Context: an optimization exercise on an open-source flow, tuned for small area, a short achievable clock period and few clock cycles per item. The choices shown serve that exercise and are no tape-out recipe.
In this exercise RTL edits were held to simulation tests only and were not proved equivalent to the original.
Power is estimated from default activity; no workload was simulated.

==> inputs of 01-07 <==
==> flow/design.v <==
module alu #(
  parameter int WIDTH = 32
) (
  input  logic             clk,
  input  logic             rst_b,
  input  logic [3:0]       opcode,
  input  logic [WIDTH-1:0] ibus,
  output logic [WIDTH-1:0] obus,
  output logic             fin
);
  localparam logic [3:0] OP_ADD = 4'b0011;
  localparam logic [3:0] OP_SUB = 4'b0100;
  localparam logic [3:0] OP_SHR = 4'b0101;
  localparam logic [3:0] OP_SHL = 4'b0110;
  localparam logic [3:0] OP_AND = 4'b0111;
  localparam logic [3:0] OP_OR  = 4'b1000;
  localparam logic [3:0] OP_NEG = 4'b1001;
  localparam logic [3:0] OP_MUL = 4'b1010;
  localparam logic [3:0] OP_DIV = 4'b1011;
  function automatic logic [5:0] lzc32(input logic [31:0] v);
    logic [15:0] z1, c1;
    logic [7:0]  z2;
    logic [15:0] c2;
    logic [3:0]  z3;
    logic [11:0] c3;
    logic [1:0]  z4;
    logic [7:0]  c4;
    logic        z5;
    logic [4:0]  c5;
    for (int i = 0; i < 16; i++) begin
      z1[i] = ~(v[2*i+1] | v[2*i]);
      c1[i] = ~v[2*i+1];
    end
    for (int i = 0; i < 8; i++) begin
      z2[i] = z1[2*i+1] & z1[2*i];
      c2[2*i +: 2] = z1[2*i+1] ? {1'b1, c1[2*i]} : {1'b0, c1[2*i+1]};
    end
    for (int i = 0; i < 4; i++) begin
      z3[i] = z2[2*i+1] & z2[2*i];
      c3[3*i +: 3] = z2[2*i+1] ? {1'b1, c2[2*(2*i) +: 2]} : {1'b0, c2[2*(2*i+1) +: 2]};
    end
    for (int i = 0; i < 2; i++) begin
      z4[i] = z3[2*i+1] & z3[2*i];
      c4[4*i +: 4] = z3[2*i+1] ? {1'b1, c3[3*(2*i) +: 3]} : {1'b0, c3[3*(2*i+1) +: 3]};
    end
    z5 = z4[1] & z4[0];
    c5 = z4[1] ? {1'b1, c4[3:0]} : {1'b0, c4[7:4]};
    lzc32 = z5 ? 6'd32 : {1'b0, c5};
  endfunction
  function automatic logic [32:0] rev33(input logic [32:0] v);
    for (int i = 0; i < 33; i++) rev33[i] = v[32-i];
  endfunction
  logic st_idle, st_loady, st_mstep, st_align, st_dstep, st_outq, st_outr;
  logic op_add, op_sub, op_neg, op_shr, op_shl, op_and, op_or, op_mul, op_div;
  logic [31:0] r_x;      
  logic [33:0] r_y;      
  logic [31:0] r_acc;    
  logic        r_qm1;
  logic [5:0]  r_cnt;
  logic [5:0]  r_lzx, r_lzy;
  logic        r_sx, r_sy, r_yz;
  logic        r_fx, r_fa;   
  logic        w_op_valid;
  logic [35:0] w_a, w_b, w_sum;
  logic        w_binv, w_ci;
  logic [35:0] w_cs_s, w_cs_c;
  logic        w_neg0;
  logic [32:0] w_sh_in, w_sh_out, w_shl;
  logic        w_sh_left, w_sh_fill;
  logic [4:0]  w_sh_amt;
  logic [31:0] w_alu;
  logic [5:0]  w_k;
  logic        w_dq;
  logic [5:0]  w_lzy, w_lzx;
  logic        w_mlast, w_dlast;
  assign w_op_valid = (opcode == OP_ADD) || (opcode == OP_SUB) || (opcode == OP_SHR) ||
                      (opcode == OP_SHL) || (opcode == OP_AND) || (opcode == OP_OR)  ||
                      (opcode == OP_NEG) || (opcode == OP_MUL) || (opcode == OP_DIV);
  always_comb begin
    logic [2:0]  b0, b1;
    logic        one0, two0, one1, two1, neg1;
    logic [35:0] ys, m0, m1, p0, p1, a;
    b0 = {r_x[1:0], r_qm1};
    b1 = r_x[3:1];
    one0 = b0[1] ^ b0[0];
    two0 = (b0 == 3'b011) || (b0 == 3'b100);
    w_neg0 = b0[2] & ~(b0[1] & b0[0]);
    one1 = b1[1] ^ b1[0];
    two1 = (b1 == 3'b011) || (b1 == 3'b100);
    neg1 = b1[2] & ~(b1[1] & b1[0]);
    ys = {{2{r_y[33]}}, r_y};
    m0 = ({36{one0}} & ys) | ({36{two0}} & {ys[34:0], 1'b0});
    m1 = ({36{one1}} & ys) | ({36{two1}} & {ys[34:0], 1'b0});
    p0 = m0 ^ {36{w_neg0}};
    p1 = {m1[33:0] ^ {34{neg1}}, neg1, neg1};
    a  = {{4{r_acc[31]}}, r_acc};
    w_cs_s = a ^ p0 ^ p1;
    w_cs_c = {(a[34:0] & p0[34:0]) | (a[34:0] & p1[34:0]) | (p0[34:0] & p1[34:0]), neg1};
  end
  always_comb begin
    logic        b_i, a_x, a_s, a_acc, b_x, b_y, b_c, b_acc;
    logic [35:0] bsrc;
    a_x   = st_loady & (op_add | op_sub);
    a_s   = st_mstep;
    a_acc = st_dstep;
    b_x   = (st_loady & ~op_add & ~op_sub) | st_outq;   
    b_i   = st_loady & (op_add | op_sub);                
    b_y   = st_dstep;                                    
    b_c   = st_mstep;
    b_acc = st_outr;                                     
    w_a   = ({36{a_x}} & {4'd0, r_x}) | ({36{a_s}} & w_cs_s) | ({36{a_acc}} & {4'd0, r_acc});
    bsrc  = ({36{b_x}} & {4'd0, r_x}) | ({36{b_i}} & {4'd0, ibus}) | ({36{b_y}} & {{2{r_y[33]}}, r_y}) |
            ({36{b_c}} & w_cs_c) | ({36{b_acc}} & {4'd0, r_acc});
    w_binv = (st_loady & (op_div ? r_x[31] : (op_sub | op_neg))) | (st_dstep & ~r_sy) |
             (st_outq & (r_sx ^ r_sy)) | (st_outr & r_sx);
    w_b   = bsrc ^ {36{w_binv}};
    w_ci  = st_mstep ? w_neg0 : w_binv;
    w_sum = w_a + w_b + {35'd0, w_ci};
  end
  always_comb begin
    logic [32:0] vl;
    w_sh_left = st_align | op_shl;
    vl        = st_align ? r_y[32:0] : {1'b0, r_x};
    w_sh_in   = w_sh_left ? rev33(vl) : {r_x[31], r_x};
    w_sh_fill = ~w_sh_left & r_x[31];
    w_sh_amt  = st_align ? w_k[4:0] : ibus[4:0];
    w_sh_out  = 33'($signed({w_sh_fill, w_sh_in}) >>> w_sh_amt);
    w_shl     = rev33(w_sh_out);
  end
  assign w_alu = ({32{op_shr}} & w_sh_out[31:0]) | ({32{op_shl}} & w_shl[31:0]) |
                 ({32{op_and}} & (r_x & ibus)) | ({32{op_or}} & (r_x | ibus)) |
                 ({32{op_add | op_sub | op_neg}} & w_sum[31:0]);
  always_comb begin
    logic [5:0] l;
    l     = lzc32(ibus ^ {32{ibus[31]}});
    w_lzy = l[5] ? 6'd31 : l;
    w_lzx = lzc32(r_x ^ {32{r_x[31]}}) - {5'd0, r_x[31]};
  end
  assign w_k     = r_lzy - r_lzx;
  assign w_dq    = ~w_sum[35];
  assign w_mlast = (r_cnt[2:0] == 3'd7);
  assign w_dlast = (r_cnt == 6'd0);
  assign obus = ({32{r_fx}} & r_x) | ({32{r_fa}} & r_acc);
  always_ff @(posedge clk) begin
    if (rst_b) begin
      st_idle  <= 1'b1;
      st_loady <= 1'b0;
      st_mstep <= 1'b0;
      st_align <= 1'b0;
      st_dstep <= 1'b0;
      st_outq  <= 1'b0;
      st_outr  <= 1'b0;
      r_fx     <= 1'b0;
      r_fa     <= 1'b0;
      fin      <= 1'b0;
    end else begin
      st_idle  <= (st_idle & ~w_op_valid) | (st_loady & ~op_mul & ~op_div) | st_outr;
      st_loady <= st_idle & w_op_valid;
      st_mstep <= (st_loady & op_mul) | (st_mstep & ~w_mlast);
      st_align <= st_loady & op_div;
      st_dstep <= (st_align & ~w_k[5] & ~r_yz) | (st_dstep & ~w_dlast);
      st_outq  <= (st_align & (w_k[5] | r_yz)) | (st_dstep & w_dlast);
      st_outr  <= (st_mstep & w_mlast) | st_outq;
      r_fx     <= (st_mstep & w_mlast) | st_outq;
      r_fa     <= (st_loady & ~op_mul & ~op_div) | st_outr;
      fin      <= (st_mstep & w_mlast) | st_outq | (st_loady & ~op_mul & ~op_div) | st_outr;
    end
  end
  always_ff @(posedge clk) begin
    if (st_idle) begin
      op_add <= (opcode == OP_ADD);
      op_sub <= (opcode == OP_SUB);
      op_neg <= (opcode == OP_NEG);
      op_shr <= (opcode == OP_SHR);
      op_shl <= (opcode == OP_SHL);
      op_and <= (opcode == OP_AND);
      op_or  <= (opcode == OP_OR);
      op_mul <= (opcode == OP_MUL);
      op_div <= (opcode == OP_DIV);
      r_x    <= ibus;
    end
    if (st_loady) begin
      r_y   <= {{2{ibus[31]}}, ibus};
      r_sy  <= ibus[31];
      r_yz  <= (ibus == 32'd0);
      r_lzy <= w_lzy;
      r_lzx <= w_lzx;
      r_sx  <= r_x[31];
      r_acc <= op_div ? w_sum[31:0] : op_mul ? 32'd0 : w_alu;
      r_qm1 <= 1'b0;
      r_cnt <= '0;
    end
    if (st_mstep) begin
      r_acc <= w_sum[35:4];
      r_x   <= {w_sum[3:0], r_x[31:4]};
      r_qm1 <= r_x[3];
      r_cnt <= r_cnt + 6'd1;
    end
    if (st_align) begin
      r_y   <= {r_sy, w_shl};
      r_cnt <= w_k;
      r_x   <= '0;
    end
    if (st_dstep) begin
      if (w_dq) r_acc <= w_sum[31:0];
      r_x   <= {r_x[30:0], w_dq};
      r_y   <= {r_y[33], r_y[33:1]};
      r_cnt <= r_cnt - 6'd1;
    end
    if (st_outq) r_x <= r_yz ? 32'hFFFF_FFFF : w_sum[31:0];
    if (st_outr && op_div) r_acc <= w_sum[31:0];
  end
endmodule
==> flow/run.sh <==
#!/bin/bash
# synth_recipe.tcl (not shown) runs the flow's synth.tcl, then flattens the netlist and writes it again
# the make line also repeats each setting of config.mk as NAME=value (left out here)
make -C /OpenROAD-flow-scripts/flow DESIGN_CONFIG=/design/flow/config.mk WORK_HOME=/design/flow/orfs CLKGATE_MAP_FILE= SYNTH_SCRIPT=/design/flow/synth_recipe.tcl finish
==> flow/config.mk <==
export PLATFORM = sky130hd
export DESIGN_NAME = alu
export DESIGN_NICKNAME = alu
export VERILOG_FILES = /design/flow/design.v
export SDC_FILE = /design/flow/constraint.sdc
export NUM_CORES = 4
export LEC_CHECK = 0
export CAP_MARGIN = 20
export CORE_MARGIN = 2
export CORE_UTILIZATION = 40
export SETUP_SLACK_MARGIN = 5
export SLEW_MARGIN = 20
==> flow/constraint.sdc <==
create_clock -name core_clock -period 10.0 [get_ports {clk}]
set_input_delay 2.0000 -clock core_clock [delete_from_list [all_inputs] [get_ports {clk}]]
set_output_delay 2.0000 -clock core_clock [all_outputs]
set_load 0.01 [all_outputs]
==> inputs of 03-09, as changes to 01-07 <==
--- a/flow/design.v
+++ b/flow/design.v
@@ -52,3 +52,3 @@
   endfunction
-  logic st_idle, st_loady, st_mstep, st_align, st_dstep, st_outq, st_outr;
+  logic st_idle, st_loady, st_exec, st_mstep, st_align, st_dstep, st_outq, st_outr;
   logic op_add, op_sub, op_neg, op_shr, op_shl, op_and, op_or, op_mul, op_div;
@@ -100,10 +100,9 @@
   always_comb begin
-    logic        b_i, a_x, a_s, a_acc, b_x, b_y, b_c, b_acc;
+    logic        a_x, a_s, a_acc, b_x, b_y, b_c, b_acc;
     logic [35:0] bsrc;
-    a_x   = st_loady & (op_add | op_sub);
+    a_x   = st_exec & (op_add | op_sub);
     a_s   = st_mstep;
     a_acc = st_dstep;
-    b_x   = (st_loady & ~op_add & ~op_sub) | st_outq;   
-    b_i   = st_loady & (op_add | op_sub);                
-    b_y   = st_dstep;                                    
+    b_x   = st_loady | (st_exec & op_neg) | st_outq;    
+    b_y   = (st_exec & ~op_neg) | st_dstep;              
     b_c   = st_mstep;
@@ -111,5 +110,5 @@
     w_a   = ({36{a_x}} & {4'd0, r_x}) | ({36{a_s}} & w_cs_s) | ({36{a_acc}} & {4'd0, r_acc});
-    bsrc  = ({36{b_x}} & {4'd0, r_x}) | ({36{b_i}} & {4'd0, ibus}) | ({36{b_y}} & {{2{r_y[33]}}, r_y}) |
+    bsrc  = ({36{b_x}} & {4'd0, r_x}) | ({36{b_y}} & {{2{r_y[33]}}, r_y}) |
             ({36{b_c}} & w_cs_c) | ({36{b_acc}} & {4'd0, r_acc});
-    w_binv = (st_loady & (op_div ? r_x[31] : (op_sub | op_neg))) | (st_dstep & ~r_sy) |
+    w_binv = (st_loady & r_x[31]) | (st_exec & (op_sub | op_neg)) | (st_dstep & ~r_sy) |
              (st_outq & (r_sx ^ r_sy)) | (st_outr & r_sx);
@@ -125,3 +124,3 @@
     w_sh_fill = ~w_sh_left & r_x[31];
-    w_sh_amt  = st_align ? w_k[4:0] : ibus[4:0];
+    w_sh_amt  = st_align ? w_k[4:0] : r_y[4:0];
     w_sh_out  = 33'($signed({w_sh_fill, w_sh_in}) >>> w_sh_amt);
@@ -130,3 +129,3 @@
   assign w_alu = ({32{op_shr}} & w_sh_out[31:0]) | ({32{op_shl}} & w_shl[31:0]) |
-                 ({32{op_and}} & (r_x & ibus)) | ({32{op_or}} & (r_x | ibus)) |
+                 ({32{op_and}} & (r_x & r_y[31:0])) | ({32{op_or}} & (r_x | r_y[31:0])) |
                  ({32{op_add | op_sub | op_neg}} & w_sum[31:0]);
@@ -147,2 +146,3 @@
       st_loady <= 1'b0;
+      st_exec  <= 1'b0;
       st_mstep <= 1'b0;
@@ -156,4 +156,5 @@
     end else begin
-      st_idle  <= (st_idle & ~w_op_valid) | (st_loady & ~op_mul & ~op_div) | st_outr;
+      st_idle  <= (st_idle & ~w_op_valid) | st_exec | st_outr;
       st_loady <= st_idle & w_op_valid;
+      st_exec  <= st_loady & ~op_mul & ~op_div;
       st_mstep <= (st_loady & op_mul) | (st_mstep & ~w_mlast);
@@ -164,4 +165,4 @@
       r_fx     <= (st_mstep & w_mlast) | st_outq;
-      r_fa     <= (st_loady & ~op_mul & ~op_div) | st_outr;
-      fin      <= (st_mstep & w_mlast) | st_outq | (st_loady & ~op_mul & ~op_div) | st_outr;
+      r_fa     <= st_exec | st_outr;
+      fin      <= (st_mstep & w_mlast) | st_outq | st_exec | st_outr;
     end
@@ -188,3 +189,3 @@
       r_sx  <= r_x[31];
-      r_acc <= op_div ? w_sum[31:0] : op_mul ? 32'd0 : w_alu;
+      r_acc <= op_div ? w_sum[31:0] : 32'd0;
       r_qm1 <= 1'b0;
@@ -192,2 +193,3 @@
     end
+    if (st_exec) r_acc <= w_alu;
     if (st_mstep) begin
CORE_UTILIZATION = 30   (was 40)
==> inputs of 05-18, as changes to 01-07 <==
--- a/flow/design.v
+++ b/flow/design.v
@@ -59,3 +59,2 @@
   logic [5:0]  r_cnt;
-  logic [5:0]  r_lzx, r_lzy;
   logic        r_sx, r_sy, r_yz;
@@ -134,7 +133,7 @@
     logic [5:0] l;
-    l     = lzc32(ibus ^ {32{ibus[31]}});
+    l     = lzc32(r_y[31:0] ^ {32{r_sy}});
     w_lzy = l[5] ? 6'd31 : l;
-    w_lzx = lzc32(r_x ^ {32{r_x[31]}}) - {5'd0, r_x[31]};
-  end
-  assign w_k     = r_lzy - r_lzx;
+    w_lzx = lzc32(r_acc[31:0]);
+  end
+  assign w_k     = w_lzy - w_lzx;
   assign w_dq    = ~w_sum[35];
@@ -185,4 +184,2 @@
       r_yz  <= (ibus == 32'd0);
-      r_lzy <= w_lzy;
-      r_lzx <= w_lzx;
       r_sx  <= r_x[31];
ABC_AREA = 1   (was unset)
==> inputs of 01-23, as changes to 01-07 <==
--- a/flow/design.v
+++ b/flow/design.v
@@ -59,3 +59,2 @@
   logic [5:0]  r_cnt;
-  logic [5:0]  r_lzx, r_lzy;
   logic        r_sx, r_sy, r_yz;
@@ -134,7 +133,7 @@
     logic [5:0] l;
-    l     = lzc32(ibus ^ {32{ibus[31]}});
+    l     = lzc32(r_y[31:0] ^ {32{r_sy}});
     w_lzy = l[5] ? 6'd31 : l;
-    w_lzx = lzc32(r_x ^ {32{r_x[31]}}) - {5'd0, r_x[31]};
-  end
-  assign w_k     = r_lzy - r_lzx;
+    w_lzx = lzc32(r_acc[31:0]);
+  end
+  assign w_k     = w_lzy - w_lzx;
   assign w_dq    = ~w_sum[35];
@@ -185,4 +184,2 @@
       r_yz  <= (ibus == 32'd0);
-      r_lzy <= w_lzy;
-      r_lzx <= w_lzx;
       r_sx  <= r_x[31];
==> notes <==
- First-iteration DRC count, highest first: 05-18, 01-07, 01-23, 03-09.
- 05-18 finished clean. 01-23 ran to the end with no violations. 01-07 went through all stages and came out clean. 03-09 finished clean.
- Setup slack: 05-18 > 03-09 > 01-07 > 01-23.
- Global-route usage: 03-09 < 01-07 < 01-23 < 05-18.
- Wire length: 05-18 > 01-23 > 01-07 > 03-09.
- Clock power: 03-09 < 05-18 < 01-23 < 01-07.
- Combinational power: 03-09 < 01-07 < 05-18 < 01-23.
==> figures <==
quantity	03-09	01-23	05-18	01-07
Largest area contributor in the netlist	edfxtp_1	edfxtp_1	nand2_1	edfxtp_1
M1 GR Usage	36.4%	57.9%	57.8%	54.7%
Proportion of power drawn by combinational gates	56.9%	64.2%	63.0%	59.4%
Min-Delay Startpoint	op_mul	st_align	r_cnt[5]	st_idle
Worst Max-Slew Pin Slew	1.21 ns	1.26 ns	1.08 ns	1.22 ns
Result of the run	timing/DRC/antenna clean	timing/DRC/antenna clean	timing/DRC/antenna clean	timing/DRC/antenna clean
Logic depth of the worst path, buffers included	11	13	25	11
Total of plain and repair buffers excluding clock buffers	209	292	201	228
Clock Buffer Count	17	17	21	21
Antenna cells	2	2	1	1
Unique masters post-synth	87	87	58	96
Number of synthesized flops with an enable pin	96	85	85	96
Switching power of the nets	1.81 mW	2.43 mW	2.27 mW	2.06 mW
Testbench counts of 01-07, summed over its fixed seeds: cycles 15,577, ops 3,200.
Testbench counts of 03-09, summed over its fixed seeds: cycles 17,807, ops 3,200.
Testbench counts of 05-18, summed over its fixed seeds: cycles 15,434, ops 3,200.
Testbench counts of 01-23, summed over its fixed seeds: cycles 15,434, ops 3,200.

-- what the ideal ports hide --
The results above use ideal ports. As a check the final layouts listed here were re-extracted and re-timed, cells and wires unchanged.
Step 1 sets driving cells, clkbuf_16 on the clock port and buf_2 on the other inputs (assumed; they add their load-dependent delay and slew).
Step 2 adds t to the input delays and takes it off the output delays; t is the mean of the earliest and latest rising clock arrival at the registers after step 1. Input paths then give back, and output paths get back, about the clock's delay inside the block.
a / b / c = ideal / step 1 / step 2; a / b = the first two.
| run | shift t [ns] | setup slack, ns | hold slack, ns | clock arrival spread, ns |
|---|---|---|---|---|
| 01-07 | 0.554 | 4.583 / 4.606 / 4.073 | 0.691 / 0.691 / 0.691 | 0.018 / 0.018 |
| 03-09 | 0.509 | 4.653 / 4.653 / 4.653 | 0.441 / 0.441 / 0.441 | 0.013 / 0.014 |
| 05-18 | 0.550 | 4.837 / 4.837 / 4.388 | 0.634 / 0.634 / 0.634 | 0.013 / 0.013 |
| 01-23 | 0.554 | 4.573 / 4.591 / 4.046 | 0.609 / 0.609 / 0.609 | 0.015 / 0.015 |
After both steps setup and hold are still met in every run listed. For 01-23, which loses most, drivers alone change the setup slack by +0.018 ns; drivers and shift together by -0.527 ns.
